Source: an optimization exercise on an open RTL-to-GDS flow (aim: small area and a short achievable clock period). Production flows keep margins and buffers that such runs may drop. In this exercise RTL edits were held to simulation tests only and were not proved equivalent to the original. No activity file was given, so power comes from the tool's default toggle rates.

$ cat design/flow/design.v
package match_pkg;
    typedef logic [2:0] cell_t;
    localparam cell_t CODE_SYM0  = 3'b110;    
    localparam cell_t CODE_SYM1  = 3'b101;    
    localparam cell_t CODE_SYM2  = 3'b010;    
    localparam cell_t CODE_SYM3  = 3'b100;    
    localparam cell_t CODE_SYM4  = 3'b001;    
    localparam cell_t CELL_EMPTY = 3'b000;    
    typedef logic [2:0] coord_t;
endpackage
`timescale 1ns/1ps
module input_controller (
    input  logic       clk,
    input  logic       reset,
    input  logic       left,
    input  logic       right,
    input  logic       up,
    input  logic       down,
    input  logic       enter,
    input  logic       game_reset,
    output logic       fill_we,      
    output logic [5:0] wp,           
    output logic [2:0] fill_code,    
    output logic       full,         
    output logic       now_h,        
    output logic       now_v,        
    output logic       now_neg,      
    output logic       pend_h,       
    output logic       pend_v,
    output logic       pend_neg,
    output match_pkg::coord_t cur_row,
    output match_pkg::coord_t cur_col,
    output logic       selected,
    output logic       board_ready
);
    logic        filling;
    logic [15:0] lfsr;
    logic        rand_ok;
    logic        fill_end;
    logic        issue;
    logic        dl, dr, du, dd;
    logic        ok_l, ok_r, ok_u, ok_d;
    logic        move_ok;
    logic        idle;
    always_ff @(posedge clk or posedge reset) begin
        if (reset)
            lfsr <= 16'hace1;
        else
            lfsr <= {lfsr[14:0], lfsr[15] ^ lfsr[13] ^ lfsr[12] ^ lfsr[10]};
    end
    assign rand_ok = (lfsr[2:0] != 3'd0) && (lfsr[2:0] < 3'd6);
    always_comb begin
        case (lfsr[3:1])
            3'd1:    fill_code = match_pkg::CODE_SYM0;
            3'd2:    fill_code = match_pkg::CODE_SYM1;
            3'd3:    fill_code = match_pkg::CODE_SYM2;
            3'd4:    fill_code = match_pkg::CODE_SYM3;
            default: fill_code = match_pkg::CODE_SYM4;
        endcase
    end
    assign dl = left;
    assign dr = !left && right;
    assign du = !left && !right && up;
    assign dd = !left && !right && !up && down;
    assign ok_l = dl && (cur_col != 3'd0);
    assign ok_r = dr && (cur_col != 3'd7);
    assign ok_u = du && (cur_row != 3'd0);
    assign ok_d = dd && (cur_row != 3'd7);
    assign move_ok = ok_l || ok_r || ok_u || ok_d;
    assign fill_end = fill_we && (wp == 6'd63);
    assign issue    = filling && !fill_end && rand_ok;
    assign idle     = !filling && !enter && !game_reset;
    assign now_h   = idle && selected && full && (ok_l || ok_r);
    assign now_v   = idle && selected && full && (ok_u || ok_d);
    assign now_neg = dl || du;
    always_ff @(posedge clk or posedge reset) begin
        if (reset) begin
            filling  <= 1'b0;
            selected <= 1'b0;
            cur_row  <= '0;
            cur_col  <= '0;
            wp       <= '0;
            fill_we  <= 1'b0;
            full     <= 1'b0;
            pend_h   <= 1'b0;
            pend_v   <= 1'b0;
        end else begin
            fill_we <= issue;
            pend_h  <= now_h;
            pend_v  <= now_v;
            if (fill_we)
                wp <= wp + 6'd1;
            if (fill_end)
                full <= 1'b1;
            if (filling) begin
                if (fill_end)
                    filling <= 1'b0;
            end else if (enter) begin
                selected <= !selected;
            end else if (game_reset) begin
                filling  <= 1'b1;
                selected <= 1'b0;
                wp       <= '0;
            end else if (move_ok) begin
                if (selected) begin
                    selected <= 1'b0;
                end else begin
                    if (ok_l) cur_col <= cur_col - 3'd1;
                    if (ok_r) cur_col <= cur_col + 3'd1;
                    if (ok_u) cur_row <= cur_row - 3'd1;
                    if (ok_d) cur_row <= cur_row + 3'd1;
                end
            end
        end
    end
    always_ff @(posedge clk) begin
        pend_neg <= now_neg;
    end
    assign board_ready = !filling;
endmodule
`timescale 1ns/1ps
module board_store (
    input  logic         clk,
    input  logic         fill_we,
    input  logic [5:0]   wp,
    input  logic [2:0]   fill_code,
    input  logic         now_h,
    input  logic         now_v,
    input  logic         now_neg,
    input  logic         pend_h,
    input  logic         pend_v,
    input  logic         pend_neg,
    input  match_pkg::coord_t cur_row,
    input  match_pkg::coord_t cur_col,
    output logic [191:0] board
);
    localparam int N = 8;
    logic [191:0]   q;
    logic [N-1:0]   row_oh, col_oh;
    logic [N-1:0]   arow, acol;
    logic [N-1:0]   wrow, wcol;
    logic [N*N-1:0] hp, vp;          
    logic [N*N-1:0] sl, sr, su, sd, s0;
    logic [N*N-1:0] nz;
    logic [N*N-1:0] eqh, eqv;        
    logic [N*N-1:0] runh, runv;      
    logic [N*N-1:0] mark;
    logic [N*N-1:0] wsel;
    logic           anyrun;
    logic           clear;
    logic           act_h, act_v, neg;
    assign board = q;
    always_comb begin
        for (int i = 0; i < N * N; i++)
            nz[i] = (q[i*3 +: 3] != match_pkg::CELL_EMPTY);
        eqh = '0;
        eqv = '0;
        runh = '0;
        runv = '0;
        for (int r = 0; r < N; r++)
            for (int c = 0; c < N; c++) begin
                if (c < N - 1) eqh[r*N+c] = (q[(r*N+c)*3 +: 3] == q[(r*N+c+1)*3 +: 3]);
                if (r < N - 1) eqv[r*N+c] = (q[(r*N+c)*3 +: 3] == q[((r+1)*N+c)*3 +: 3]);
            end
        for (int r = 0; r < N; r++)
            for (int c = 0; c < N; c++) begin
                if (c < N - 2) runh[r*N+c] = nz[r*N+c+1] && eqh[r*N+c] && eqh[r*N+c+1];
                if (r < N - 2) runv[r*N+c] = nz[(r+1)*N+c] && eqv[r*N+c] && eqv[(r+1)*N+c];
            end
        for (int r = 0; r < N; r++)
            for (int c = 0; c < N; c++) begin
                mark[r*N+c] = runh[r*N+c] || runv[r*N+c];
                if (c > 0) mark[r*N+c] = mark[r*N+c] || runh[r*N+c-1];
                if (c > 1) mark[r*N+c] = mark[r*N+c] || runh[r*N+c-2];
                if (r > 0) mark[r*N+c] = mark[r*N+c] || runv[(r-1)*N+c];
                if (r > 1) mark[r*N+c] = mark[r*N+c] || runv[(r-2)*N+c];
            end
    end
    assign anyrun = |runh || |runv;
    assign clear = (pend_h || pend_v) && anyrun;
    assign act_h = now_h || (pend_h && !anyrun);
    assign act_v = now_v || (pend_v && !anyrun);
    assign neg   = (pend_h || pend_v) ? pend_neg : now_neg;
    always_comb begin
        for (int i = 0; i < N; i++) begin
            wrow[i] = fill_we && (wp[2:0] == 3'(i));
            wcol[i] = (wp[5:3] == 3'(i));
        end
        for (int r = 0; r < N; r++)
            for (int c = 0; c < N; c++)
                wsel[r*N+c] = wrow[r] && wcol[c];
    end
    always_comb begin
        for (int i = 0; i < N; i++) begin
            row_oh[i] = (cur_row == 3'(i));
            col_oh[i] = (cur_col == 3'(i));
        end
        for (int i = 0; i < N; i++) begin
            arow[i] = act_v & ((neg && i < N - 1) ? row_oh[(i + 1) % N] : row_oh[i]);
            acol[i] = act_h & ((neg && i < N - 1) ? col_oh[(i + 1) % N] : col_oh[i]);
        end
        for (int r = 0; r < N; r++)
            for (int c = 0; c < N; c++) begin
                hp[r*N+c] = (c < N - 1) && row_oh[r] && acol[c];
                vp[r*N+c] = (r < N - 1) && arow[r] && col_oh[c];
            end
        for (int r = 0; r < N; r++)
            for (int c = 0; c < N; c++) begin
                sr[r*N+c] = hp[r*N+c];
                sl[r*N+c] = (c > 0) ? hp[r*N+c-1] : 1'b0;
                sd[r*N+c] = vp[r*N+c];
                su[r*N+c] = (r > 0) ? vp[(r-1)*N+c] : 1'b0;
                s0[r*N+c] = !(sr[r*N+c] | sl[r*N+c] | sd[r*N+c] | su[r*N+c] |
                              wsel[r*N+c] | (clear & mark[r*N+c]));
            end
    end
    always_ff @(posedge clk) begin
        for (int r = 0; r < N; r++)
            for (int c = 0; c < N; c++)
                q[(r*N+c)*3 +: 3] <= ({3{wsel[r*N+c]}} & fill_code)
                    | ({3{s0[r*N+c]}} & q[(r*N+c)*3 +: 3])
                    | ({3{sr[r*N+c]}} & ((c < N - 1) ? q[(r*N+c+1)*3 +: 3] : 3'b0))
                    | ({3{sl[r*N+c]}} & ((c > 0) ? q[(r*N+c-1)*3 +: 3] : 3'b0))
                    | ({3{sd[r*N+c]}} & ((r < N - 1) ? q[((r+1)*N+c)*3 +: 3] : 3'b0))
                    | ({3{su[r*N+c]}} & ((r > 0) ? q[((r-1)*N+c)*3 +: 3] : 3'b0));
    end
endmodule
`timescale 1ns/1ps
module pixel_renderer (
    input  logic        video_on,
    input  logic [9:0]  pix_x,
    input  logic [9:0]  pix_y,
    input  logic [191:0] board,
    input  logic [5:0]  wp,
    input  logic        full,
    input  logic        pend_h,
    input  logic        pend_v,
    input  logic        pend_neg,
    input  match_pkg::coord_t cur_row,
    input  match_pkg::coord_t cur_col,
    input  logic        selected,
    output logic [11:0] graph_rgb
);
    logic [3:0] px;                    
    logic [4:0] py;                    
    logic       in_x, in_y, in_board;
    logic       edge_x, edge_y;
    logic       on_border;
    logic [7:0] row_oh, col_oh;        
    logic [7:0] cur_row_oh, cur_col_oh;
    logic [7:0] ha, va;                
    logic [7:0] hrow;                  
    logic [7:0] cs [8];                
    logic [7:0] row_sw;                
    logic       on_cur_row, on_cur_col;
    logic [7:0] row_sel;
    logic [2:0] wrow [8];
    logic [2:0] code;
    logic [7:0] col_lt, col_eq, row_lt;
    logic       written;
    logic       blank;
    logic       r_on, g3_on, g2_on, g1_on, b_on;
    assign px   = pix_x[7:4];
    assign in_x = (pix_x[9:8] == 2'b01 && px != 4'd0) || (pix_x[9:8] == 2'b10 && px == 4'd0);
    assign py   = pix_y[8:4];
    assign in_y = !pix_y[9] && py >= 5'd7 && py <= 5'd22;
    assign in_board = in_x && in_y;
    always_comb begin
        for (int j = 0; j < 8; j++) begin
            col_oh[j] = (px == 4'((2 * j + 1) % 16) || px == 4'((2 * j + 2) % 16));
            row_oh[j] = (py == 5'(2 * j + 7) || py == 5'(2 * j + 8));
        end
    end
    assign edge_x = (pix_x[4] && pix_x[3:1] == 3'd0) || (!pix_x[4] && pix_x[3:1] == 3'd7);
    assign edge_y = (pix_y[4] && pix_y[3:1] == 3'd0) || (!pix_y[4] && pix_y[3:1] == 3'd7);
    always_comb begin
        for (int i = 0; i < 8; i++) begin
            cur_row_oh[i] = (cur_row == 3'(i));
            cur_col_oh[i] = (cur_col == 3'(i));
        end
        for (int i = 0; i < 8; i++) begin
            ha[i]   = pend_h && i < 7 && (pend_neg ? cur_col_oh[(i + 1) % 8] : cur_col_oh[i]);
            va[i]   = pend_v && i < 7 && (pend_neg ? cur_row_oh[(i + 1) % 8] : cur_row_oh[i]);
            hrow[i] = pend_h && cur_row_oh[i];
        end
        for (int r = 0; r < 8; r++)
            for (int c = 0; c < 8; c++) begin
                cs[r][c] = col_oh[c] && !(hrow[r] && (ha[c] || (c > 0 && ha[(c + 7) % 8])));
                if (c < 7)
                    cs[r][c] = cs[r][c] || (hrow[r] && ha[c] && col_oh[(c + 1) % 8]);
                if (c > 0)
                    cs[r][c] = cs[r][c] || (hrow[r] && ha[(c + 7) % 8] && col_oh[(c + 7) % 8]);
            end
        for (int r = 0; r < 8; r++) begin
            row_sw[r] = row_oh[r] && !(va[r] || (r > 0 && va[(r + 7) % 8]));
            if (r < 7)
                row_sw[r] = row_sw[r] || (va[r] && row_oh[(r + 1) % 8]);
            if (r > 0)
                row_sw[r] = row_sw[r] || (va[(r + 7) % 8] && row_oh[(r + 7) % 8]);
        end
    end
    assign on_cur_row = |(row_oh & cur_row_oh);
    assign on_cur_col = |(col_oh & cur_col_oh);
    assign row_sel = on_cur_col ? row_sw : row_oh;
    always_comb begin
        for (int r = 0; r < 8; r++) begin
            wrow[r] = 3'b000;
            for (int c = 0; c < 8; c++)
                wrow[r] = wrow[r] | ({3{cs[r][c]}} & board[(r*8+c)*3 +: 3]);
        end
        code = 3'b000;
        for (int r = 0; r < 8; r++)
            code = code | ({3{row_sel[r]}} & wrow[r]);
    end
    assign on_border = in_board && on_cur_row && on_cur_col && (edge_x || edge_y);
    always_comb begin
        for (int j = 0; j < 8; j++) begin
            col_lt[j] = (3'(j) < wp[5:3]);
            col_eq[j] = (3'(j) == wp[5:3]);
            row_lt[j] = (3'(j) < wp[2:0]);
        end
    end
    assign written = full || |(col_oh & col_lt) || (|(col_oh & col_eq) && |(row_oh & row_lt));
    assign blank   = !in_board || !written;
    assign r_on  = on_border || blank || !code[2];
    assign g3_on = on_border ? !selected : (blank || !code[1]);
    assign g2_on = on_border ? !selected : (blank || (!code[1] && !code[0]));
    assign g1_on = on_border ? !selected : (blank || (!code[1] && (code[2] || !code[0])));
    assign b_on  = !on_border && (blank || !code[0]);
    assign graph_rgb = video_on ? {{4{r_on}}, g3_on, g2_on, g1_on, g2_on, {4{b_on}}} : 12'h000;
endmodule
`timescale 1ns/1ps
module match_top (
    input  logic        clk,
    input  logic        reset,
    input  logic        left,
    input  logic        right,
    input  logic        up,
    input  logic        down,
    input  logic        enter,
    input  logic        game_reset,
    input  logic        video_on,
    input  logic [9:0]  pix_x,
    input  logic [9:0]  pix_y,
    output logic [11:0] graph_rgb,
    output logic        board_ready
);
    logic        fill_we;
    logic [5:0]  wp;
    logic [2:0]  fill_code;
    logic        full;
    logic        now_h, now_v, now_neg;
    logic        pend_h, pend_v, pend_neg;
    match_pkg::coord_t cur_row;
    match_pkg::coord_t cur_col;
    logic        selected;
    logic [191:0] board;
    input_controller u_ctrl (
        .clk         (clk),
        .reset       (reset),
        .left        (left),
        .right       (right),
        .up          (up),
        .down        (down),
        .enter       (enter),
        .game_reset  (game_reset),
        .fill_we     (fill_we),
        .wp          (wp),
        .fill_code   (fill_code),
        .full        (full),
        .now_h       (now_h),
        .now_v       (now_v),
        .now_neg     (now_neg),
        .pend_h      (pend_h),
        .pend_v      (pend_v),
        .pend_neg    (pend_neg),
        .cur_row     (cur_row),
        .cur_col     (cur_col),
        .selected    (selected),
        .board_ready (board_ready)
    );
    board_store u_board (
        .clk       (clk),
        .fill_we   (fill_we),
        .wp        (wp),
        .fill_code (fill_code),
        .now_h     (now_h),
        .now_v     (now_v),
        .now_neg   (now_neg),
        .pend_h    (pend_h),
        .pend_v    (pend_v),
        .pend_neg  (pend_neg),
        .cur_row   (cur_row),
        .cur_col   (cur_col),
        .board     (board)
    );
    pixel_renderer u_render (
        .video_on  (video_on),
        .pix_x     (pix_x),
        .pix_y     (pix_y),
        .board     (board),
        .wp        (wp),
        .full      (full),
        .pend_h    (pend_h),
        .pend_v    (pend_v),
        .pend_neg  (pend_neg),
        .cur_row   (cur_row),
        .cur_col   (cur_col),
        .selected  (selected),
        .graph_rgb (graph_rgb)
    );
endmodule
$ cat design/flow/constraint.sdc
create_clock -name core_clock -period 10.0 [get_ports {clk}]
set_input_delay 2.0000 -clock core_clock [delete_from_list [all_inputs] [get_ports {clk}]]
set_output_delay 2.0000 -clock core_clock [all_outputs]
set_load 0.01 [all_outputs]
$ cat design/flow/config.mk
export PLATFORM = sky130hd
export DESIGN_NAME = match_top
export DESIGN_NICKNAME = match_top
export VERILOG_FILES = /design/flow/design.v
export SDC_FILE = /design/flow/constraint.sdc
export NUM_CORES = 4
export LEC_CHECK = 0
export CAP_MARGIN = 20
export CORE_MARGIN = 2
export CORE_UTILIZATION = 40
export CTS_BUF_LIST = sky130_fd_sc_hd__clkbuf_4 sky130_fd_sc_hd__clkbuf_8
export PLACE_DENSITY = 0.7
export SETUP_SLACK_MARGIN = 3.5
export SLEW_MARGIN = 20
$ cat design/flow/run.sh
#!/bin/bash
# synth_recipe.tcl (not shown) runs the flow's synth.tcl, then flattens the netlist and writes it again
# the make line also repeats each setting of config.mk as NAME=value (left out here)
make -C /OpenROAD-flow-scripts/flow DESIGN_CONFIG=/design/flow/config.mk WORK_HOME=/design/flow/orfs CLKGATE_MAP_FILE= SYNTH_SCRIPT=/design/flow/synth_recipe.tcl finish
==> results of run 1 <==
-- worst paths after layout --
kind / start / endpoint / slack, ps
max: pix_x[5] / graph_rgb[3] / 2730
min: u_ctrl.lfsr[4]$_DFF_PP0_ / u_ctrl.lfsr[5]$_DFF_PP1_ / 350
max reg2reg: u_board.q[76]$_DFF_P_ / u_board.q[50]$_DFF_P_ / 3280
min reg2reg: u_ctrl.lfsr[4]$_DFF_PP0_ / u_ctrl.lfsr[5]$_DFF_PP1_ / 350
max in group asynchronous: reset / u_ctrl.lfsr[5]$_DFF_PP1_ / 7960
min in group asynchronous: reset / u_ctrl.lfsr[14]$_DFF_PP0_ / 1690
-- cell type report --
class / count / area share [%]
clock inverters: 12 / 0.400
repair buffers: 276 / 8.60
diodes: 15 / 0.128
clock buffers: 68 / 2.97
inverters: 49 / 0.638
flip-flops and latches: 227 / 16.1
well taps: 846 / 3.60
multi-input cells: 2837 / 67.6
-- per-stage QoR --
| step | hold WS (ps) | instance area, sq um | instances |
|---|---|---|---|
| finish | 352 | 29400 | 4330 |
| global route | 360 | 29400 | 4318 |
| CTS | 358 | 29000 | 4293 |
| detailed placement | 341 | 26300 | 4110 |
| global placement | 334 | 26300 | 4110 |
| floorplan | 331 | 25600 | 3530 |
-- logic make-up after synthesis --
| kind of cell | Yosys count | synth area share, % |
|---|---|---|
| compound gates | 1389 | 40.0 |
| mux | 27 | 1.09 |
| fa+ha+maj | 18 | 0.887 |
| flops | 227 | 18.6 |
| xor+xnor | 328 | 11.3 |
| buf+inv | 467 | 7.57 |
| simple gates | 1074 | 20.5 |
-- flip-flops by register name, summed over array words and instances (netlist names) --
register,cells
u_ctrl.full,1
u_ctrl.pend_neg,1
u_ctrl.selected,1
u_ctrl.cur_row,3
u_ctrl.wp,6
u_ctrl.fill_we,1
u_ctrl.pend_v,1
u_ctrl.lfsr,16
u_ctrl.filling,1
u_board.q,192
u_ctrl.pend_h,1
u_ctrl.cur_col,3
-- worst register-to-register path: stages, from the launching register on --
cell      delay [ps]
dfxtp_1          910
xnor2_1          190
and3_1           230
o211a_1          320
nor4_1           920
nand4b_1         930
or4b_4           950
nor2_4          1040
o21ai_0          600
a32oi_1          340
o211ai_1         120
-- metal layers --
metal	share of wire (%)	vias to the layer above	wire length, um
met1	33	16073	54800
met4	11	18	18500
li1	-	13352	-
met3	19	1439	31700
met2	36	3884	59400
met5	0.32	-	524
-- power by group through the flow --
stage	combinational [uW]	clock, uW	sequential, uW
final	370	1120	914
after global routing	367	1150	914
after CTS	327	1100	914
after detailed placement	259	0	933
after global placement	259	0	933
after floorplan	149	0	929
-- layout by cell type (no fill, tap or decap), types with 17 or more instances in the layout --
cell,instances
nand2_1,282
buf_4,199
nor2_1,262
a211o_1,94
nand4_1,21
o21ai_0,154
a22oi_1,275
or2_2,20
o221ai_1,21
a21oi_1,113
a211oi_1,29
nor3_1,103
nor4_1,38
a32oi_1,24
o211ai_1,35
buf_6,20
o31ai_1,17
ha_1,18
and2_1,34
and3_1,35
clkdlybuf4s50_1,17
dfrtp_1,26
a22o_1,35
or4_1,24
xor2_1,235
nor2b_1,27
o22ai_1,151
xnor2_1,91
a31oi_1,38
inv_1,46
a222oi_1,21
buf_12,17
clkbuf_8,58
a221o_1,81
nand2b_1,21
mux2i_1,17
nand3_1,99
a221oi_1,33
dfxtp_1,193
-- timing repair --
action | CTS | global route
pin swaps | 55 | 29
resized for setup | 251 | 36
setup endpoints to repair | 12 | 70
gates cloned | 5 | 1
hold buffers | 0 | 0
setup buffers | 98 | 21
==> flow_summary.ini, run 1 <==
[status]
status = complete, no violations

[layout]
seq_area_sq_um = 4720
nets = 3484
drive_gt1_share_pct = 16.1
postLayoutCoreUtil_pct = 46.7
multi_input_area_sq_um = 19900
area_growth_pct = 15.7
n_fill_cell = 6258

[route]
drtIter0Drc = 8144
drt_wl_total_um = 165000
drc = 0
post_drt_wl_per_cell_um = 38.1
drtPass1Iterations = 15
vias = 34766
antenna_left = 0
via_per_inst = 8.03

[global_route]
use_met2_pct = 61.9
grt_start_max_net_pins = 54
grt.overflow.total = 0
globalRouteTotalUtil_pct = 48.1
met3_usage_pct = 30.8
antenna_found_initial = 13
grt_busiest_layer = met2
grt_pass1_wl_um = 232000
grt_pass1_vias = 31380
grtUsageMet1_pct = 54.8

[worst_setup_path]
critPathCaptureType = output port
crit_path_max_incr_delay_ps = 490
reg2reg_depth = 10
worstPathRequired_ps = 8000
cp.arrival_ps = 5270
critical_path_buf_inv_count = 3
slowest_stage = a21oi_2
cp-start-kind = input port
worstPathMaxFanout = 6
critical_path_class = input port to output port
crit_chain = bufbuf_16, xnor2_4, nor4_1, a21oi_2, o21ai_0, a222oi_1, a41oi_1, a221o_1, a211o_1, buf_6, a21oi_4, buf_2
crit_family = compound AO/OA/AOI/OAI gates
path_depth = 12

[placed_design]
pre_cts_slack_ps = 1150
routabilityCongestion = 1.13
dp_hpwl_um = 110000
port_buffers = 39

[timing]
tns_ps = 0
finalMaxSlewViolations = 0
max_clock_freq_mhz = 138
worst_slack_ps = 2730
timing.final.crit_share_pct = 72.7
tightest_slew_ps = 1460
clock_skew_ps = 58.3
setup_viol = 0
hold_violations = 0
relSlewSlack_pct = 2.43
layout_min_cycle_time_ps = 7270
rsz0062_at_grt = true

[floorplan]
die_x_um = 256
coreArea_sq_um = 63000
die_area_sq_um = 65500
die_y_um = 256
start_util_pct = 40.3
std_cell_rows = 92
io-pin-count = 42

[power]
power_density_nw_per_um2 = 81.8
leakagePower_uw = 0.0104
p_switching_uw = 751
p_seq_share_pct = 38.0
intPower_uw = 1650
ir_worst_vdd_mv = 0.0901
clockPowerShare_pct = 46.6
combPwrFrac_pct = 15.4
total_power_uw = 2410
switching_share_pct = 31.2

[yosys]
ys.flop_type = dfxtp_1
syn_avg_cell_area_sq_um = 7.20
synth_cell_type_count = 86
ys_top_cells_by_area = dfxtp_1 15%, a22oi_1 8.2%, xor2_1 8.1%
async_reset_ff_share_pct = 15.0
ys_ff_latch = 227
synth_common_cells = 289 x nand2_1, 288 x clkbuf_1, 279 x a22oi_1, 276 x nor2_1, 236 x xor2_1
seq_area_frac_synth_pct = 18.6
syn_nets = 3577
synth_edf_count = 0
synth_top_area_cell = dfxtp_1
synthCells = 3530
yosys.cell_count.top_type = nand2_1
synth_top_area_share_pct = 15.2
yosys_warnings = 5
syn-cell-area_sq_um = 25400

[clocking]
clk_latency_ps = 710
cts_root_buf = clkbuf_8
cts_num_sinks = 227
cts_tree = yes
cts_max_path_buffers = 3
path_clk_slew_ps = 60
cts_made_buffers = 46
h-tree-depth = 2

[min_path]
hold_path_depth = 0
hold_path_class = flip-flop to flip-flop

[flow_run]
drv_cap = 0
==> run 2: changes to the inputs <==
==> design/flow/flow/run.sh (new file) <==
#!/bin/bash
# Standard ORFS layout, with the standard synthesis script except that ABC maps
# the board and controller logic for area (abc_area.script); the renderer, whose
# path from the beam inputs to the colour outputs sets the period, keeps ORFS's
# speed script. Registers, names and every later step are the standard ones.
set -euo pipefail
export MY_ABC_SCRIPT="$PWD/flow/abc_area.script"
export MY_AREA_MODULES="board_store input_controller"
export MY_SPEED_MODULES="pixel_renderer match_top"
bash standard.sh SYNTH_SCRIPT="$PWD/flow/synth.tcl" finish > flow_make.log 2>&1
==> design/flow/flow/abc_area.script (new file) <==
strash
dch
map -a
topo
stime -c
==> design/flow/flow/synth.tcl (new file) <==
# synth_recipe.tcl, with abc split: modules in MY_AREA_MODULES are mapped with
# MY_ABC_SCRIPT and no delay target, those in MY_SPEED_MODULES as ORFS maps them
proc synth {args} { yosys synth -nofsm -noshare {*}$args }
proc abc {args} {
  set area_args $args
  set i [lsearch -exact $area_args -script]
  lset area_args [expr {$i + 1}] $::env(MY_ABC_SCRIPT)
  set j [lsearch -exact $area_args -D]
  if { $j >= 0 } { set area_args [lreplace $area_args $j [expr {$j + 1}]] }
  yosys abc {*}$area_args {*}$::env(MY_AREA_MODULES)
  yosys abc {*}$args {*}$::env(MY_SPEED_MODULES)
}
source $::env(SCRIPTS_DIR)/synth.tcl
# left out here: clear keep_hierarchy, flatten, clean up, hide names made inside functions, write 1_2_yosys.v
==> design/flow/standard.sh (new file) <==
#!/bin/bash
# synth_recipe.tcl (not shown) runs the flow's synth.tcl, then flattens the netlist and writes it again
# the make line also repeats each setting of config.mk as NAME=value (left out here)
make -C /OpenROAD-flow-scripts/flow DESIGN_CONFIG=/design/flow/config.mk WORK_HOME=/design/flow/orfs CLKGATE_MAP_FILE= SYNTH_SCRIPT=/design/flow/synth_recipe.tcl "${@:-finish}"
--- a/design/flow/config.mk
+++ b/design/flow/config.mk
@@ -9,6 +9,5 @@
 export CORE_MARGIN = 2
 export CORE_UTILIZATION = 40
-export CTS_BUF_LIST = sky130_fd_sc_hd__clkbuf_4 sky130_fd_sc_hd__clkbuf_8
-export PLACE_DENSITY = 0.7
-export SETUP_SLACK_MARGIN = 3.5
+export SETUP_SLACK_MARGIN = 4
 export SLEW_MARGIN = 20
+export SYNTH_HIERARCHICAL = 1
removed: design/flow/run.sh
==> run 2 against run 1 <==
- still clean on timing, DRC and antenna
- flip-flop and latch count stayed put
- sequential share of layout area rose by 1.3 points
- critical path depth is the same
- register-to-register slack improved by 780 ps
- utilization up 1.2 points
- die area is 9.2% lower
- clock power grew 4%
- worst hold slack better by 0.96 ps
- count of clock-buffer cells in the layout decreased by 21
- global-route usage decreased by 5.2 points
- synthesized area is 9.3% lower
- non-clock buffer count down 94
- largest cell class unchanged
==> flow_summary.ini, run 2 <==
[status]
status = complete, no violations

[global_route]
antenna_found_initial = 1
grt_start_max_net_pins = 54
grt_pass1_vias = 27865
grt_pass1_wl_um = 191000
globalRouteTotalUtil_pct = 42.8
grt.overflow.total = 0

[timing]
finalHoldWorstSlack_ps = 353
tns_ps = 0
finalMaxSlewViolations = 0
hold_violations = 0
layout_min_cycle_time_ps = 6950
relSlewSlack_pct = 16.8
tightest_slew_ps = 1240
timing.final.crit_share_pct = 69.5
rsz0062_at_grt = true
max_clock_freq_mhz = 144
clock_skew_ps = 50.1
setup_viol = 0

[layout]
top_regs = u_board.q x192, u_ctrl.lfsr x16, u_ctrl.wp x6
area_growth_pct = 17.9
final_common_cell = clkinv_1
nets = 3574
largest_register_ffs = 192
top_register = u_board.q
drive_gt1_share_pct = 9.93
final_cell_mix = 412 x clkinv_1, 403 x nor2_1, 371 x nand2_1

[route]
vias = 30194
post_drt_wl_per_cell_um = 30.6
drt_wl_total_um = 132000
drtPass1Iterations = 10
antenna_left = 0
drtIter0Drc = 4438
drc = 0
via_per_inst = 6.98

[flow_run]
drv_cap = 0

[power]
p_seq_share_pct = 39.3
leakagePower_uw = 0.00991
switching_share_pct = 27.5
clockPowerShare_pct = 50.1
intPower_uw = 1680
p_switching_uw = 638
combPwrFrac_pct = 10.5
power_density_nw_per_um2 = 85.3
ir_worst_vdd_mv = 0.143

[floorplan]
die_x_um = 244
die_y_um = 244
coreArea_sq_um = 56700
start_util_pct = 40.6
std_cell_rows = 87
io-pin-count = 42
die_area_sq_um = 59500

[worst_setup_path]
reg2reg_slack_ps = 4060
critPathCaptureType = output port
cp-start-kind = input port
worstPathMaxFanout = 7
worstPathRequired_ps = 8000
critical_path_class = input port to output port
cp.arrival_ps = 4950

[yosys]
syn-cell-area_sq_um = 23000
synth_top_area_cell = dfxtp_1
seq_area_frac_synth_pct = 20.5
synth_edf_count = 0
ys.flop_type = dfxtp_1
synth_top_area_share_pct = 16.8
synth_common_cells = 415 x clkinv_1, 409 x nor2_1, 374 x nand2_1, 245 x a21oi_1, 196 x o221ai_1
async_reset_ff_share_pct = 15.0
syn_nets = 3426
syn_avg_cell_area_sq_um = 6.79
yosys_warnings = 11
ys_ff_latch = 227
synthCells = 3394
yosys.cell_count.top_type = clkinv_1
synth_cell_type_count = 102
ys_top_cells_by_area = dfxtp_1 17%, o221ai_1 7.5%, xnor2_1 6.8%

[placed_design]
routabilityCongestion = 1.03
port_buffers = 39
dp_hpwl_um = 98200

[clocking]
cts_root_buf = clkbuf_16
cts_num_sinks = 227
cts_max_path_buffers = 3
cts_tree = yes
path_clk_slew_ps = 60
clk_latency_ps = 640
cts_made_buffers = 30
h-tree-depth = 1

[min_path]
hold_path_class = flip-flop to flip-flop
-- run 2: metal layers --
layer	vias up	global-route usage (%)	part of all wire, %
met4	0	30.3	8.6
met1	14197	55.3	38
met5	-	0	0
li1	13069	-	-
met2	2327	61.2	40
met3	601	11.9	13
-- run 2: final timing paths --
check	startpoint	end	depth (start not counted)
max in group asynchronous	reset	u_ctrl.lfsr[7]$_DFF_PP1_	3
max reg2reg	u_board.q[127]$_DFF_P_	u_board.q[66]$_DFF_P_	21
min	u_ctrl.lfsr[4]$_DFF_PP0_	u_ctrl.lfsr[5]$_DFF_PP1_	0
min reg2reg	u_ctrl.lfsr[4]$_DFF_PP0_	u_ctrl.lfsr[5]$_DFF_PP1_	0
min in group asynchronous	reset	u_ctrl.selected$_DFFE_PP0P_	3
max	pix_x[4]	graph_rgb[6]	12
-- run 2: repair_timing --
action,in CTS,in global routing
endpoints found under the setup margin,12,16
buffers inserted,58,17
hold buffers,0,0
gates resized for setup,209,41
gates cloned,5,0
pin swaps,43,20
-- run 2: final cells by class --
type | instances | area (sq um)
well taps | 756 | 946
diodes | 2 | 5.00
flip-flops and latches | 227 | 4730
fillers | 5906 | 29500
repair buffers | 182 | 1720
clock inverters | 8 | 98.8
multi-input cells | 2677 | 17200
inverters | 424 | 1590
clock buffers | 47 | 916
-- run 2: Yosys stat by module (local to each module, per instance), excerpt --
module / times used / flops+latches
board_store: 1 / 192
pixel_renderer: 1 / 0
input_controller: 1 / 35
-- run 2: logic make-up (layout without fill, tap and decap cells) --
logic type | after synthesis | count (layout) | synth area share (%)
compound gates | 1041 | 1042 | 32.1
xor+xnor | 275 | 275 | 10.6
flops | 227 | 227 | 20.5
simple gates | 1334 | 1334 | 26.9
other cells | 0 | 2 | 0
fa+ha+maj | 3 | 3 | 0.228
mux | 23 | 23 | 1.04
buf+inv | 491 | 661 | 8.62
-- run 2: critical path, stage by stage --
cell and delay [ps]:
buf_16 130, or4_4 530, a21oi_4 260, o31ai_4 160
and3_4 260, a211o_4 390, o31ai_4 90, nand2_1 110
or4_4 540, buf_6 150, a21oi_4 160, buf_2 160
-- run 2: power by group through the flow --
| stage | clock network [uW] | logic, uW | registers [uW] |
|---|---|---|---|
| after floorplan | 0 | 117 | 930 |
| after global routing | 1190 | 252 | 912 |
| final | 1160 | 244 | 912 |
| after CTS | 1160 | 224 | 912 |
| after global placement | 0 | 182 | 931 |
| after detailed placement | 0 | 179 | 931 |
-- run 2: stage by stage --
step | instances | util [%] | total power [uW] | setup slack [ps] | area, sq um
2_1_floorplan | 3394 | - | 1050 | 3620 | 23200
3_3_place_gp | 4183 | 43.3 | 1110 | 1120 | 24600
3_5_place_dp | 4184 | 43.3 | 1110 | 1070 | 24600
4_1_cts | 4302 | 47.3 | 2300 | 3170 | 26800
5_1_grt | 4322 | 47.9 | 2350 | 3060 | 27200
6_report | 4323 | 47.9 | 2320 | 3050 | 27200

[re-timing with driven ports]
Ports are ideal in the flow. The routed layouts listed here were re-timed in OpenROAD.
Step 1 sets driving cells, clkbuf_16 on the clock port and buf_2 on the other inputs (assumed; they add their load-dependent delay and slew).
Step 2, shift: input delay + t, output delay - t, t = (earliest + latest rising clock arrival at the registers) / 2. This alone moves slack from input paths to output paths.
a / b / c = ideal ports / drivers / drivers and shift; a / b = the first two.
run	shift t [ns]	setup WS [ns]	hold slack, ns	worst slew at a driven data input, ns	cell pins on the clock port's net
run 1	0.743	2.732 / 2.654 / 2.654	0.352 / 0.352 / 0.352	0.11	1
run 2	0.677	3.052 / 2.960 / 2.960	0.353 / 0.353 / 0.353	0.15	1
After both steps setup and hold are still met in every run listed. The setup slack of run 2, which loses most, moves by -0.092 ns with the drivers and by -0.092 ns with both steps.
